This design comes from an exercise in tuning for small area, a short achievable clock period and few clock cycles per item on the open sky130 flow, not from production work.
Only simulation tests tie the RTL to the original design; equivalence was not proved.

the previous run:
==> flow/design.v (excerpt) <==
module column_running_statistics_unit #(
	parameter int DATA_WIDTH  = 32,
	parameter int COUNT_WIDTH = 32,
	parameter int FRAC_BITS   = 8
) (
	input  logic                clk,
	input  logic                arst_n,
	input  logic                cfg_we,
	input  logic                cfg_wdata,
	input  logic                s_tvalid,
	output logic                s_tready,
	input  logic [((DATA_WIDTH+7)/8)*8-1:0] s_tdata,
	input  logic                s_tuser,
	output logic                m_tvalid,
	input  logic                m_tready,
	output logic [((2*DATA_WIDTH + 64 + (((DATA_WIDTH+FRAC_BITS) > 64) ? 64 :
		(DATA_WIDTH+FRAC_BITS)) + 2*COUNT_WIDTH + 7)/8)*8-1:0] m_tdata,
	output logic                m_tuser
);
	localparam int SUM_W  = csu_pkg::SUM_W;
	localparam int MEAN_W = ((DATA_WIDTH + FRAC_BITS) > 64) ? 64 : (DATA_WIDTH + FRAC_BITS);
	localparam int OUT_W  = 2*DATA_WIDTH + SUM_W + MEAN_W + 2*COUNT_WIDTH;
	localparam int OUT_TW = ((OUT_W + 7) / 8) * 8;
  ...
clock: 7.0 ns
lec_check: 0
cap_margin: 20
core_margin: 2
core_utilization: 40
setup_slack_margin: 3.8
slew_margin: 20
run.sh (not shown) runs the stock make flow with config.mk's settings and CLKGATE_MAP_FILE= SYNTH_SCRIPT=/design/flow/synth_recipe.tcl, a recipe that flattens the netlist after the stock synthesis.
The previous run: no failed stages, no open violations at the end
Testbench counts of the previous run, summed over its fixed seeds: cycles 3,392, items 3,200.
Edits applied to the flow inputs when going from the previous run to the current run:
- SETUP_SLACK_MARGIN changed from 3.8 to 3.0
--- outcome ---
Between the previous run and the current run, the difference in register cell area after layout is negligible.
The faster design of the two is the previous run; the current run tops out lower.
The previous run has a lower detailed-route wire length than the current run.
The final cell area excluding filler cells of the current run is lower than that of the previous run.
The previous run -> the current run: adder-cell share of the synthesized area delta 0, exact match
Diff the previous run -> the current run: worst path setup slack after routing fell by 22 ps.

---

Setup of v12:
column_running_statistics_unit, a different RTL version from the one above (not shown whole).
For scale: ~4100 flip-flops.
export LEC_CHECK = 0
export CAP_MARGIN = 20
export CORE_MARGIN = 2
export CORE_UTILIZATION = 40
export CTS_BUF_LIST = sky130_fd_sc_hd__clkbuf_8
export SETUP_SLACK_MARGIN = 3.0
export SLEW_MARGIN = 20
create_clock -name core_clock -period 7.0 [get_ports {clk}]
v12 completed; timing, DRC and antenna clean
Testbench counts of v12, summed over its fixed seeds: cycles 3,408, items 3,200.
## Diff of input files: v32 against v12
Settings: swapping 3.0 for 2.8 in SETUP_SLACK_MARGIN; clearing CTS_BUF_LIST, which used to be sky130_fd_sc_hd__clkbuf_8.
--- outcome ---
Delta (v32 minus v12): global-route usage down 0.23 points; minimum clock period after layout down 9.0 ps; cell count down 1.7%; non-clock buffer count down about 15%. Routed length on met3 (lower): v32.
Setup changes, v32 to v21
Settings: a change of SETUP_SLACK_MARGIN from 2.8 to 3.0.
- v32 and v21 ended up with nearly the same clock slew at the register clock pins of the worst setup and hold paths.
- Going from v32 to v21, cell count held; worst setup slack went up 17 ps; aggregate negative setup slack held.
- v32 → v21: sequential share of layout area lower, global-route wire length before repair rose about 0.47%, worst endpoint data arrival time fell 40 ps.
- Re fraction of layout instances using a drive strength above 1: v32 was lower than v21.

---

== build 37 ==
column_running_statistics_unit, a different RTL version from the one above (not shown whole).
Size in the first run: ~23000 cells after synthesis, roughly 4300 flip-flops, about 270 I/O pins, ~220000 sq um of cells after synthesis.
clock: 7.0 ns
lec_check: 0
cap_margin: 20
core_margin: 2
core_utilization: 40
setup_slack_margin: 3.3
slew_margin: 20
Build 37: all stages complete, timing, DRC and antenna checks passed
Testbench counts of build 37, summed over its fixed seeds: cycles 3,408, items 3,200.
The inputs of build 9 differ from those of build 37 as listed below.
Settings: a change of SETUP_SLACK_MARGIN from 3.3 to 3.5.
==> flow/flow/run.sh (new file) <==
#!/bin/bash
# The standard layout (the standard.sh, with its standard synthesis), with two
# changes to how the layout is made: the input and output ports get a plain
# buffer (buf_4) instead of the clock delay buffer that buffer_ports picks by
# itself, and timing repair may change a cell's footprint when it resizes it.
set -euo pipefail
bash standard.sh \
	BUFFER_PORTS_ARGS="-buffer_cell sky130_fd_sc_hd__buf_4" \
	MATCH_CELL_FOOTPRINT=0 \
	finish > standard_flow.log 2>&1
==> flow/standard.sh (new file) <==
#!/bin/bash
# synth_recipe.tcl (not shown) runs the flow's synth.tcl, then flattens the netlist and writes it again
# the make line also repeats each setting of config.mk as NAME=value (left out here)
make -C /OpenROAD-flow-scripts/flow DESIGN_CONFIG=/design/flow/config.mk WORK_HOME=/design/flow/orfs CLKGATE_MAP_FILE= SYNTH_SCRIPT=/design/flow/synth_recipe.tcl "${@:-finish}"
removed: flow/run.sh
Notes after the runs:
Sort build 37 and build 9 by register-to-register slack, ascending, and build 9 comes first. Diff build 37 -> build 9 | number of cells upsized or downsized after cts | up by more than half. As far as global routing met2 resource utilization is concerned, build 9 and build 37 perform about the same. Count of sequential standard cells came out exactly the same in build 37 and build 9. On build 9: relative area of non-clock buffer cells in the final design is 1.6 points higher than what build 37 gave. Per the comparison of build 9 with build 37, critical path arrival went up by 0.10 ns. On count of different cell masters after synthesis, build 37 tracks build 9 almost exactly.
Input-level comparison between build 46 and build 9:
Settings: changing CORE_UTILIZATION from 40 to 60; setting PLACE_DENSITY to 0.7 for the first time; changing SETUP_SLACK_MARGIN from 3.5 to 2.7.
==> flow/run.sh (new file) <==
#!/bin/bash
# synth_recipe.tcl (not shown) runs the flow's synth.tcl, then flattens the netlist and writes it again
# the make line also repeats each setting of config.mk as NAME=value (left out here)
make -C /OpenROAD-flow-scripts/flow DESIGN_CONFIG=/design/flow/config.mk WORK_HOME=/design/flow/orfs CLKGATE_MAP_FILE= SYNTH_SCRIPT=/design/flow/synth_recipe.tcl finish
removed: flow/flow/run.sh
removed: flow/standard.sh
==> comparison <==
- [flow] build 46 | stages: complete | final checks: fail | reason: max-capacitance violations, max-slew violations
- Compared with build 9, build 46 shows a met3 track demand over resource in global routing that is 2.3 points higher.
- Clock network contribution to total cell area sits higher in build 46 than in build 9.
- For build 46, the slowest library cell on the worst path was a221o_1, unlike build 9, where it was o41a_4.
- Core utilization: build 46 higher than build 9
- Build 46 has share of cell area taken by flip-flops and latches above what build 9 had.
- NOTE final design instance area without fill build 9->build 46 decreased by a little under 10%
The inputs of build 35 differ from those of build 46 as listed below.
Settings: swapping 2.7 for 3.0 in SETUP_SLACK_MARGIN.
## What came out
- Build 35: share of the clock period used by the worst path is 2.0 points lower than what build 46 reported.
- Summary — clock-buffer cell count, build 35 relative to build 46: lower, by 1.3%.
- In terms of critical path required time, build 46 and build 35 differ only marginally.
- On first-iteration DRC count: between build 35 and build 46, it ends up lower for build 46.
- [flow] build 46 | stages: complete | final checks: fail | reason: max-capacitance violations, max-slew violations
- Per the final summary, build 35 finished and its layout is clean on timing, DRC and antenna.
- From build 46 to build 35 the numbers moved as follows: worst setup timing slack at the placement stage went up; worst hold-check slack level; clock period minus worst slack -0.14 ns; filler cell count in the final layout down 574.
- On multi-input combinational gate total, build 35 and build 46 are basically level.

---

Another version of the RTL of column_running_statistics_unit (not shown whole).
Size in the first run: roughly 22,000 cells after synthesis, roughly 4,000 flip-flops, roughly 270 I/O pins, roughly 0.20 mm2 of cells after synthesis.
Settings: LEC_CHECK=0, CAP_MARGIN=20, CORE_MARGIN=2, CORE_UTILIZATION=40, SETUP_SLACK_MARGIN=3.5, SLEW_MARGIN=20; clock period 7.0 ns.
Stock flow here: none of the scripts above is used.
Testbench counts at the start, summed over its fixed seeds: cycles 3,400, items 3,200.
==> next run, changes <==
--- a/flow/config.mk
+++ b/flow/config.mk
@@ -10,3 +10,2 @@
 export CORE_UTILIZATION = 40
-export SETUP_SLACK_MARGIN = 3.5
 export SLEW_MARGIN = 20
What happened: The changed run passed the timing, design-rule and antenna checks. Cell area falls by roughly a tenth. Setup slack degrades by 1.0 ns. Synthesized cell count stays the same. Critical path depth falls by 1. Wire length falls by about a fifth. Clock-buffer cell count rises by 4. Die area does not change. Non-clock buffer count falls by 1413.

-- separate check: timing with driven ports --
In the flow no input, the clock included, has a driving cell. The finished layouts below were timed again as built, in two steps. Step 1 sets driving cells, clkbuf_16 on the clock port and buf_2 on the other inputs (assumed; they add their load-dependent delay and slew). Step 2, shift: input delay + t, output delay - t, t = (earliest + latest rising clock arrival at the registers) / 2. This alone moves slack from input paths to output paths. a / b / c = ideal / step 1 / step 2; a / b = the first two.
| run | t (ns) | setup slack, ns | clock arrival spread, ns | worst register clock-pin slew, ns | worst slew at a driven data input, ns |
|---|---|---|---|---|---|
| the previous run | 1.042 | 0.386 / 0.386 / 0.386 | 0.129 / 0.129 | 0.07 / 0.07 | 0.15 |
| the current run | 1.079 | 0.364 / 0.364 / 0.364 | 0.075 / 0.075 | 0.07 / 0.07 | 0.15 |
| v12 | 1.353 | 2.802 / 2.802 / 2.151 | 0.094 / 0.094 | 0.08 / 0.08 | 0.12 |
| v32 | 1.099 | 2.811 / 2.811 / 2.088 | 0.085 / 0.085 | 0.07 / 0.07 | 0.15 |
| v21 | 1.113 | 2.828 / 2.828 / 2.094 | 0.082 / 0.082 | 0.07 / 0.07 | 0.13 |
| build 37 | 1.135 | 2.849 / 2.849 / 2.252 | 0.130 / 0.131 | 0.08 / 0.08 | 0.21 |
| build 9 | 1.147 | 2.785 / 2.785 / 2.469 | 0.130 / 0.130 | 0.08 / 0.08 | 0.16 |
| build 46 | 1.118 | 2.691 / 2.691 / 1.983 | 0.147 / 0.147 | 0.10 / 0.10 | 0.15 |
| build 35 | 1.105 | 2.830 / 2.830 / 1.994 | 0.116 / 0.116 | 0.07 / 0.07 | 0.07 |
| the first run of note 4 | 1.140 | 1.799 / 1.799 / 1.799 | 0.160 / 0.159 | 0.07 / 0.07 | 0.18 |
| the second run of note 4 | 1.107 | 0.785 / 0.785 / 0.785 | 0.087 / 0.087 | 0.07 / 0.07 | 0.18 |
The setup slack of build 35, which loses most, moves by 0.000 ns with the drivers and by -0.836 ns with both steps.
